This is an optimization exercise on Yosys and OpenROAD, whose aim is small area and a short achievable clock period, not a production implementation. At most, simulation tests tie the RTL to the original design; equivalence was not proved. Only the layout flow was run in run 1; the RTL was not checked for function there. Power figures rest on the tool's default switching activity, not on a simulated workload.

**design/flow/constraint.sdc**
```tcl
create_clock -name core_clock -period 5.0 [get_ports {Clk}]
set_input_delay 1.0000 -clock core_clock [delete_from_list [all_inputs] [get_ports {Clk}]]
set_output_delay 1.0000 -clock core_clock [all_outputs]
set_load 0.01 [all_outputs]
```
**design/flow/config.mk**
```make
export PLATFORM = sky130hd
export DESIGN_NAME = executeUnit
export DESIGN_NICKNAME = executeUnit
export VERILOG_FILES = /design/flow/design.v
export SDC_FILE = /design/flow/constraint.sdc
export NUM_CORES = 4
export LEC_CHECK = 0
export CAP_MARGIN = 20
export CORE_MARGIN = 2
export CORE_UTILIZATION = 40
export SETUP_SLACK_MARGIN = 2.5
export SLEW_MARGIN = 20
```
**design/flow/run.sh**
```bash
#!/bin/bash
# synth_recipe.tcl (not shown) runs the flow's synth.tcl, then flattens the netlist and writes it again
# the make line also repeats each setting of config.mk as NAME=value (left out here)
make -C /OpenROAD-flow-scripts/flow DESIGN_CONFIG=/design/flow/config.mk WORK_HOME=/design/flow/orfs CLKGATE_MAP_FILE= SYNTH_SCRIPT=/design/flow/synth_recipe.tcl finish
```
**design/flow/design.v**
```verilog
`timescale 1ns/100ps
module pfxAdd #(
  parameter int N = 32
) (
  input  logic [N-1:0] a,
  input  logic [N-1:0] b,
  input  logic         cin,
  output logic [N-1:0] s,
  output logic         co
);
  localparam int L = $clog2(N);
  logic [N-1:0] gg [0:L];
  logic [N-1:0] pp [0:L];
  logic [N-1:0] p;
  assign p = a ^ b;
  always_comb begin
    gg[0] = a & b;
    pp[0] = p;
    gg[0][0] = (a[0] & b[0]) | (p[0] & cin);
    for (int k = 0; k < L; k++) begin
      for (int i = 0; i < N; i++) begin
        if ((i >> k) & 1) begin
          int j;
          j = ((i >> k) << k) - 1;
          gg[k+1][i] = gg[k][i] | (pp[k][i] & gg[k][j]);
          pp[k+1][i] = pp[k][i] & pp[k][j];
        end else begin
          gg[k+1][i] = gg[k][i];
          pp[k+1][i] = pp[k][i];
        end
      end
    end
  end
  assign s  = p ^ {gg[L][N-2:0], cin};
  assign co = gg[L][N-1];
endmodule
`timescale 1ns/100ps
module executeUnit (
  input  logic         Clk,
  input  logic         reset,
  input  logic [150:0] idExIn,
  output logic [106:0] exMemOut
);
  logic [4:0]  inCtrl;
  logic        regDst, aluSrc;
  logic [5:0]  aluOp, funct;
  logic [31:0] pcPlus4, rdA, rdB, imm;
  logic [4:0]  rt, rd, shamt;
  assign inCtrl  = idExIn[150:146];
  assign regDst  = idExIn[145];
  assign aluSrc  = idExIn[144];
  assign aluOp   = idExIn[143:138];
  assign pcPlus4 = idExIn[137:106];
  assign rdA     = idExIn[105:74];
  assign rdB     = idExIn[73:42];
  assign imm     = idExIn[41:10];
  assign rt      = idExIn[9:5];
  assign rd      = idExIn[4:0];
  assign funct   = imm[5:0];
  assign shamt   = imm[10:6];
  logic isR;
  logic dSub, dSlt, dAnd, dOr, dXor, dNor, dSll, dSrl, dArith;
  assign isR  = (aluOp == 6'h00);
  assign dSlt = (isR & (funct == 6'h2A)) | (aluOp == 6'h0A);
  assign dSub = (isR & (funct == 6'h22)) | (aluOp == 6'h04) | dSlt;
  assign dAnd = (isR & (funct == 6'h24)) | (aluOp == 6'h0C);
  assign dOr  = (isR & (funct == 6'h25)) | (aluOp == 6'h0D);
  assign dXor =  isR & (funct == 6'h26);
  assign dNor =  isR & (funct == 6'h27);
  assign dSll =  isR & (funct == 6'h00);
  assign dSrl =  isR & (funct == 6'h02);
  assign dArith = ~(dSlt | dAnd | dOr | dXor | dNor | dSll | dSrl);
  logic [31:0] opB, opBrev, opY;
  assign opB = aluSrc ? imm : rdB;
  always_comb for (int i = 0; i < 32; i++) opBrev[i] = opB[31-i];
  assign opY = dSll ? opBrev : (opB ^ {32{dSub}});
  logic [29:0] btHi;
  logic        btCo;
  pfxAdd #(.N(30)) btAdd_i (
    .a (pcPlus4[31:2]), .b (imm[29:0]), .cin (1'b0), .s (btHi), .co (btCo)
  );
  logic        killQ;                  
  logic [4:0]  ctrlQ, wrQ, shamtQ;
  logic [31:0] rd2Q, btQ, xQ, yQ;
  logic        cinQ, sltQ, arithQ, shiftQ, sllQ;
  logic [2:0]  lutQ;                   
  always_ff @(posedge Clk) begin
    killQ  <= reset;
    ctrlQ  <= inCtrl;
    wrQ    <= regDst ? rd : rt;
    rd2Q   <= rdB;
    btQ    <= {btHi, pcPlus4[1:0]};
    xQ     <= rdA;
    yQ     <= opY;
    shamtQ <= shamt;
    cinQ   <= dSub;
    sltQ   <= dSlt;
    arithQ <= dArith;
    shiftQ <= dSll | dSrl;
    sllQ   <= dSll;
    lutQ   <= {dAnd | dOr, dOr | dXor, dNor};
  end
  logic [31:0] sum, p, g, lres, sh, shres, other;
  logic        lt, zAdd, zOther, zero;
  logic [31:0] aluRes;
  logic sumCo;
  pfxAdd #(.N(32)) aluAdd_i (
    .a (xQ), .b (yQ), .cin (cinQ), .s (sum), .co (sumCo)
  );
  assign p   = xQ ^ yQ;
  assign g   = xQ & yQ;
  always_comb
    for (int i = 0; i < 32; i++)
      lres[i] = g[i] ? lutQ[2] : (p[i] ? lutQ[1] : lutQ[0]);
  assign sh = yQ >> shamtQ;
  always_comb for (int i = 0; i < 32; i++) shres[i] = sllQ ? sh[31-i] : sh[i];
  assign other = shiftQ ? shres : lres;
  assign lt = (xQ[31] == yQ[31]) ? xQ[31] : sum[31];
  logic [31:0] kin;
  assign kin  = {xQ[30:0] | yQ[30:0], cinQ};
  assign zAdd = (p == kin);
  assign zOther = (other == 32'd0);
  always_comb begin
    if (arithQ) begin
      aluRes = sum;
      zero   = zAdd;
    end else if (sltQ) begin
      aluRes = {31'd0, lt};
      zero   = ~lt;
    end else begin
      aluRes = other;
      zero   = zOther;
    end
  end
  logic clr;
  assign clr = reset | killQ;
  always_ff @(posedge Clk) begin
    exMemOut[106:102] <= clr ? 5'd0 : ctrlQ;
    exMemOut[101:70]  <= clr ? 32'd0 : btQ;
    exMemOut[69]      <= ~reset & (killQ | zero);
    exMemOut[68:37]   <= clr ? 32'd0 : aluRes;
    exMemOut[36:5]    <= clr ? 32'd0 : rd2Q;
    exMemOut[4:0]     <= clr ? 5'd0 : wrQ;
  end
endmodule
```
==> results of run 1 <==
## final cells by class
cell class                      count  area share [%]
Antenna cell                        1          0.0129
Clock buffer                       37            4.21
Clock inverter                     13            1.03
Inverter                           91            1.80
Multi-Input combinational cell   1051            46.3
Sequential cell                   259            27.2
Tap cell                          455            2.94
Timing Repair Buffer              331            16.5
## power groups by stage
| stage | clock, mW | sequential [mW] | combinational, mW |
|---|---|---|---|
| detailed placement | 0 | 2.41 | 1.35 |
| floorplan | 0 | 2.37 | 0.813 |
| finish | 2.22 | 2.36 | 1.62 |
| global route | 2.36 | 2.38 | 1.73 |
| global placement | 0 | 2.41 | 1.35 |
| CTS | 2.28 | 2.36 | 1.53 |
## path summary, 6_finish.rpt
check                                      start  slack [ns]                       end  cells after the start
worst max register to register     yQ[0]$_DFF_P_        1.91   exMemOut[54]$_SDFF_PP0_                     12
worst min register to register  ctrlQ[2]$_DFF_P_        0.42  exMemOut[104]$_SDFF_PP0_                      1
worst min-delay path            ctrlQ[2]$_DFF_P_        0.42  exMemOut[104]$_SDFF_PP0_                      1
worst max-delay path               yQ[0]$_DFF_P_        1.91   exMemOut[54]$_SDFF_PP0_                     12
## flip-flops by register name (all words and copies together), names as in the netlist, 3 cells and up
signal and cells:
lutQ 3, rd2Q 32, btQ 32, ctrlQ 5, xQ 32, yQ 32, shamtQ 5, wrQ 5
exMemOut 107
## routing by layer
metal  global-route usage [%]  wire [um]  up-vias
met2                     42.9      22500      622
met3                     7.10       4460      148
li1                         -          -     5748
met1                     33.6      20400     5864
met4                     11.0       2270        2
met5                        0          7        -
## stage by stage
| step | power, mW | hold slack, ns | cell area (um2) | util, % |
|---|---|---|---|---|
| finish | 6.21 | 0.421 | 19400 | 56.5 |
| detailed placement | 3.76 | 0.410 | 16900 | 49.2 |
| floorplan | 3.19 | 0.406 | 14100 | - |
| global route | 6.47 | 0.433 | 19400 | 56.4 |
| global placement | 3.76 | 0.407 | 16900 | 49.2 |
| CTS | 6.17 | 0.423 | 19000 | 55.3 |
## cells by family after synthesis
logic type,after synthesis
adders and majority gates,102
buffers and inverters,169
muxes,115
xor gates and xnor gates,101
DFF,259
and+or+nand+nor,391
AOI/OAI and AO/OA,335
## cells in the mapped netlist (41+ instances only)
library cell / count / area, um2
a211oi_1: 41 / 308
a21oi_1: 101 / 505
and2_1: 88 / 551
clkbuf_1: 55 / 206
dfxtp_1: 259 / 5180
ha_1: 91 / 1140
inv_1: 89 / 334
mux2i_1: 77 / 771
nand2_1: 63 / 236
nor2_1: 129 / 484
o21ai_0: 47 / 235
xnor2_1: 66 / 578
## what timing repair did
item                                    CTS  global route
resized for setup                       229            97
setup buffers                            46            16
endpoints found under the setup margin   93            94
hold buffers                              0             0
gates cloned                              3             4
pin swaps                                63            47
==> impl_metrics.ini, run 1 <==
[run_status]
outcome = no timing/DRC/antenna violations

[worst_setup_path]
cpMostUsedCell = fa_2
crit_type = flop to flop
crit_buf_inv = 0
cp-start-kind = flop
path_cells = fa_2 -> fa_2 -> a211oi_4 -> o21ai_2 -> a21oi_2 -> o21bai_2 -> a21o_1 -> a21o_1 -> fa_2 -> xor2_1 -> a22oi_1 -> nor2_1
cp_max_fo = 3
worst_setup_path_end_kind = flop
cp_slowest_cell = fa_2
cp_top_family = compound AO/OA/AOI/OAI gates
arrival_ns = 3.54
cp.required_ns = 5.44
max_stage_delay_ns = 0.38

[cts]
htree_num_levels = 1
numCtsBuffers = 28
cts_root_buf = clkbuf_16
clock-sinks = 259
path_clk_slew_ns = 0.06
clock_latency_ns = 0.59
cts_tree = done
clk_path_buf_depth = 3

[logic_synthesis]
synth_compound_area_share_pct = 16.0
synth.lib_cells_used.distinct = 81
synth_top_family_by_area = compound AO/OA/AOI/OAI gates
synth_warnings = 7
syn_avg_cell_area_um2 = 9.41
async_flop_share_pct = 0
synth-edff-count = 0
synth_adder_area_share_pct = 9.81
syn_inst = 1472
synthMuxAreaShare_pct = 10.7
synth-simple-area-share_pct = 14.2
synth_nets = 1727
ys_seq_area_share_pct = 37.4
synth-xor-area-share_pct = 6.39
netlist_area_um2 = 13900
synthFlopType = dfxtp_1
synth-seq-cells = 259

[global_route]
grt_pass1_vias = 12300
grt_max_degree = 71
grt-ovfl-total = 0
grt_usage_pct = 26.6
antenna_found_initial = 2
grt_pass1_wl_mm = 73.7

[finish]
layout_commonest_cell = dfxtp_1
multi_input_area_um2 = 8970
area_growth_pct = 39.7
final_cell_mix = dfxtp_1 (230), clkdlybuf4s50_1 (203), nor2_1 (119)
drive_gt1_share_pct = 20.7
nNetsFinal = 2017
regArea_um2 = 5260
fillers = 3037
final_cell_count_no_fill = 2238

[route]
drt-total-wl_mm = 49.6
dr.first_iter.drc_count = 910
via_per_inst = 5.53
routed_wire_length_per_instance_um = 22.2
dr.pass1.iters = 7
ant_nets = 0
drc = 0
dr_total_vias = 12400

[flow_run]
cap_violations = 0

[placement]
dp_worst_setup_slack_ns = 1.13
place.gp.congestion = 1.00
placedCellCount = 2118
port_buffers = 259
dp_hpwl_mm = 36.1

[power_and_ir_drop]
intPower_mw = 4.39
max-vdd-ir-drop_uv = 259
sw_frac_of_total_pct = 29.3
power.share.sequential_pct = 38.1
p_switching_mw = 1.82
combPwrFrac_pct = 26.2
cellPowerDensity_nw_per_um2 = 321
clock_power_share_pct = 35.8
leakage_nw = 8.13

[timing]
tns_ns = 0
fmax_ghz = 0.323
worst_clock_skew_ns = 0.0244
drv_slew = 0
max_slew_margin_pct = 25.6
worst_pin_slew_ns = 1.12
grt_setup_unrepaired = true
fin_crit_ns = 3.09
period_share_pct = 61.8
finalSetupViolCount = 0
hold_violations = 0
setup_ws_ns = 1.91

[floorplan]
fp.dieW_um = 190
die_h_um = 190
num_io_pins = 260
start_util_pct = 40.4
die_area_um2 = 36100
design.core.area_um2 = 34300
rows = 68

[min_path]
holdCritPathClass = flop to flop
==> run 2: changes to the inputs <==
--- a/design/flow/design.v
+++ b/design/flow/design.v
@@ -1,37 +1 @@
-`timescale 1ns/100ps
-module pfxAdd #(
-  parameter int N = 32
-) (
-  input  logic [N-1:0] a,
-  input  logic [N-1:0] b,
-  input  logic         cin,
-  output logic [N-1:0] s,
-  output logic         co
-);
-  localparam int L = $clog2(N);
-  logic [N-1:0] gg [0:L];
-  logic [N-1:0] pp [0:L];
-  logic [N-1:0] p;
-  assign p = a ^ b;
-  always_comb begin
-    gg[0] = a & b;
-    pp[0] = p;
-    gg[0][0] = (a[0] & b[0]) | (p[0] & cin);
-    for (int k = 0; k < L; k++) begin
-      for (int i = 0; i < N; i++) begin
-        if ((i >> k) & 1) begin
-          int j;
-          j = ((i >> k) << k) - 1;
-          gg[k+1][i] = gg[k][i] | (pp[k][i] & gg[k][j]);
-          pp[k+1][i] = pp[k][i] & pp[k][j];
-        end else begin
-          gg[k+1][i] = gg[k][i];
-          pp[k+1][i] = pp[k][i];
-        end
-      end
-    end
-  end
-  assign s  = p ^ {gg[L][N-2:0], cin};
-  assign co = gg[L][N-1];
-endmodule
 `timescale 1ns/100ps
@@ -76,7 +40,2 @@
   assign opY = dSll ? opBrev : (opB ^ {32{dSub}});
-  logic [29:0] btHi;
-  logic        btCo;
-  pfxAdd #(.N(30)) btAdd_i (
-    .a (pcPlus4[31:2]), .b (imm[29:0]), .cin (1'b0), .s (btHi), .co (btCo)
-  );
   logic        killQ;                  
@@ -91,3 +50,3 @@
     rd2Q   <= rdB;
-    btQ    <= {btHi, pcPlus4[1:0]};
+    btQ    <= pcPlus4 + {imm[29:0], 2'b00};
     xQ     <= rdA;
@@ -105,6 +64,3 @@
   logic [31:0] aluRes;
-  logic sumCo;
-  pfxAdd #(.N(32)) aluAdd_i (
-    .a (xQ), .b (yQ), .cin (cinQ), .s (sum), .co (sumCo)
-  );
+  assign sum = xQ + yQ + {31'd0, cinQ};
   assign p   = xQ ^ yQ;
--- a/design/flow/config.mk
+++ b/design/flow/config.mk
@@ -10,3 +10,3 @@
 export CORE_UTILIZATION = 40
-export SETUP_SLACK_MARGIN = 2.5
+export SETUP_SLACK_MARGIN = 0.2
 export SLEW_MARGIN = 20
==> run 2 against run 1 <==
Via count increased by 0.32%. Critical endpoint is now btQ[28]$_DFF_P_. Highest routed layer is now met4. Critical path depth rose by 1. Global-route usage decreased by 2.3 points. First-iteration DRC count grew 6.5%. Still clean on timing, DRC and antenna. Sequential power about the same. Clock power is 2% higher. Maximum frequency down 30%. Critical path type is now input pin to flop. Total power decreased by 2.0%. Final cell count increased by 3.2%. Combinational power is 9% lower. Clock-buffer cell count unchanged.
==> impl_metrics.ini, run 2 <==
[cts]
cts_tree = done
htree_num_levels = 1
numCtsBuffers = 29
path_clk_slew_ns = 0.06
postCtsSetupBuffers = 0
clock-sinks = 259
clock_latency_ns = 0.59
clk_path_buf_depth = 3
cts_root_buf = clkbuf_16

[route]
dr.first_iter.drc_count = 969
routed_wire_length_per_instance_um = 20.3
drt-total-wl_mm = 46.9
dr_total_vias = 12400
dr.pass1.iters = 5
via_per_inst = 5.38
drc = 0
ant_nets = 0

[placement]
port_buffers = 259
dp_hpwl_mm = 36.8
placedCellCount = 2256
place.gp.congestion = 0.960

[logic_synthesis]
synth.lib_cells_used.distinct = 77
synth-seq-cells = 259
syn_inst = 1597
ys_seq_area_share_pct = 36.0
yosys.area.top_type = dfxtp_1
ys_top_cells_by_count = dfxtp_1 (259), nor2_1 (182), a21oi_1 (130)
synth_top_area_share_pct = 36.0
netlist_area_um2 = 14400
async_flop_share_pct = 0
synthFlopType = dfxtp_1
synth_nets = 1845
post-synth-top-count-cell = dfxtp_1
synth_warnings = 1
yosys-top-cells-area = dfxtp_1 (36%), ha_1 (8.0%), mux2i_1 (6.6%)
syn_avg_cell_area_um2 = 9.03
synth-edff-count = 0

[global_route]
grt_max_degree = 75
antenna_found_initial = 0
grt_pass1_vias = 12400
grt-ovfl-total = 0
grt_pass1_wl_mm = 71.5
grt_usage_pct = 24.3

[min_path]
hold_start = btQ[12]$_DFF_P_
holdCritPathClass = flop to flop
holdPathStages = 1
holdPathEnd = exMemOut[82]$_SDFF_PP0_

[floorplan]
num_io_pins = 260
die_h_um = 194
design.core.area_um2 = 35600
die_area_um2 = 37600
fp.dieW_um = 194
rows = 69
start_util_pct = 40.5

[finish]
nNetsFinal = 2074
largest_reg_flops = 107
regArea_um2 = 5190
top_register = exMemOut
drive_gt1_share_pct = 7.79
final_cell_count_no_fill = 2310
utilization_pct = 51.9
final_cell_mix = dfxtp_1 (258), clkdlybuf4s50_1 (258), nor2_1 (181)
area_growth_pct = 28.0
insertedDiodeCount = 0
multi_input_area_um2 = 8510
fillers = 3316

[timing]
finalSetupViolCount = 0
whs_ns = 0.407
fmax_ghz = 0.225
worst_pin_slew_ns = 1.11
hold_violations = 0
grt_setup_unrepaired = false
drv_slew = 0
period_share_pct = 88.9
worst_clock_skew_ns = 0.0245
max_slew_margin_pct = 25.8
fin_crit_ns = 4.44

[worst_setup_path]
cp.required_ns = 5.46
arrival_ns = 4.90
cpMostUsedCell = nor2b_1
crit_buf_inv = 2
cp-start-kind = input pin
max_stage_delay_ns = 0.64
r2r_start = yQ[10]$_DFF_P_
worst_setup_path_end_kind = flop
cp_max_fo = 8
cp_top_family = compound AO/OA/AOI/OAI gates
cp_slowest_cell = clkdlybuf4s50_1
reg2regPathDepth = 13
path_cells = clkdlybuf4s50_1 -> inv_1 -> fa_1 -> nor2b_1 -> o21ai_0 -> a21boi_1 -> o211ai_1 -> a2111oi_1 -> o2111ai_1 -> a211oi_1 -> o311ai_1 -> nor2b_1 -> xnor2_1
crit_type = input pin to flop
r2r-end = exMemOut[69]$_DFF_P_
r2r_slack_ns = 0.83

[power_and_ir_drop]
leakage_nw = 7.96
cellPowerDensity_nw_per_um2 = 329
p_total_mw = 6.08
max-vdd-ir-drop_uv = 284

[run_status]
outcome = no timing/DRC/antenna violations

[flow_run]
cap_violations = 0
-- run 2: cell types whose count changed after synthesis, sizes merged, moves of 7 or more --
| cell | delta |
|---|---|
| a21o | +18 |
| a21oi | +29 |
| nand2 | +9 |
| nor2b | -7 |
| mux2i | +18 |
| clkbuf | +14 |
| and2 | -9 |
| fa | -8 |
| a211oi | -22 |
| mux2 | +8 |
| o21ai | +11 |
| nor2 | +53 |
-- run 2: where the power goes --
part / leakage (nW) / switching (mW) / internal [mW]
clock: 0.509 / 0.896 / 1.37
sequential: 2.16 / 0.110 / 2.24
combinational: 5.29 / 0.765 / 0.704
total: 7.96 / 1.77 / 4.31
-- run 2: worst max-delay path by stage --
stage | from | endpoint | slack, ns | cells past startpoint
finish | idExIn[11] | btQ[28]$_DFF_P_ | 0.56 | 13
global route | idExIn[11] | btQ[28]$_DFF_P_ | 0.27 | 13
CTS | idExIn[11] | btQ[28]$_DFF_P_ | 0.34 | 13
detailed placement | idExIn[11] | btQ[28]$_DFF_P_ | -0.24 | 13
global placement | idExIn[11] | btQ[28]$_DFF_P_ | -0.10 | 13
floorplan | idExIn[10] | btQ[28]$_DFF_P_ | 1.32 | 13
-- run 2: final cells by class --
type	count	share of cell area, %
well taps	461	3.12
multi-input cells	1158	46.1
clock inverters	17	1.17
repair buffers	290	15.3
clock buffers	37	4.42
inverters	88	1.79
flip-flops and latches	259	28.1
-- run 2: cells by family after synthesis --
logic type,Yosys count,synth area share (%)
compound gates,359,15.8
xor+xnor,108,6.56
fa+ha+maj,95,8.40
buf+inv,180,5.08
flops,259,36.0
mux,147,13.1
simple gates,449,15.1
-- run 2: through the flow --
step | TNS (ns) | setup slack, ns | area (um2)
4_1_cts | 0 | 0.339 | 18500
3_3_place_gp | -0.181 | -0.104 | 17400
3_5_place_dp | -0.511 | -0.242 | 17400
5_1_grt | 0 | 0.274 | 18500
2_1_floorplan | 0 | 1.32 | 14400
6_report | 0 | 0.556 | 18500
-- run 2: what timing repair did --
| action | CTS | global route |
|---|---|---|
| resized for setup | 0 | 1 |
| setup endpoints to repair | 0 | 2 |
| hold buffers | 0 | 0 |
-- run 2: per-layer routing --
metal / wire length (um) / vias to the layer above / track usage (%)
met1: 20300 / 5858 / 30.8
li1: - / 6037 / -
met2: 21200 / 447 / 39.9
met4: 1900 / 0 / 9.23
met3: 3440 / 82 / 5.95
met5: 0 / - / 0
-- run 2: worst reg2reg max path, stage by stage (launching register included) --
cell and delay [ns]:
dfxtp_1 0.54, inv_1 0.08, ha_1 0.40, a21oi_1 0.16
o21ai_0 0.15, a221oi_1 0.50, o32ai_1 0.18, buf_4 0.18
a211oi_2 0.54, o32ai_1 0.24, o41ai_1 0.54, nand3b_1 0.20
a31oi_1 0.11, a41o_1 0.24

[afterwards: timing with drivers on the ports]
The flow's constraints put no driver on any port. The routed layouts listed below were extracted and timed again, unchanged, in two steps.
Step 1, drivers: a clkbuf_16 drives Clk and a buf_2 each remaining input, both assumed.
Step 2, shift: input delay + t, output delay - t, t = (earliest + latest rising clock arrival at the registers) / 2. This alone moves slack from input paths to output paths.
Three values: no drivers, after step 1, after step 2; two values: the first two.
run	t, ns	slack for setup (ns)	hold slack, ns	worst setup path after step 2
run 1	0.627	1.908 / 1.908 / 1.742	0.421 / 0.421 / 0.421	input to register
run 2	0.633	0.556 / 0.585 / -0.049	0.407 / 0.407 / 0.407	input to register
With both steps, setup timing fails in run 2, where it was met with ideal ports. The setup slack of run 2, which loses most, moves by +0.029 ns with the drivers and by -0.605 ns with both steps.
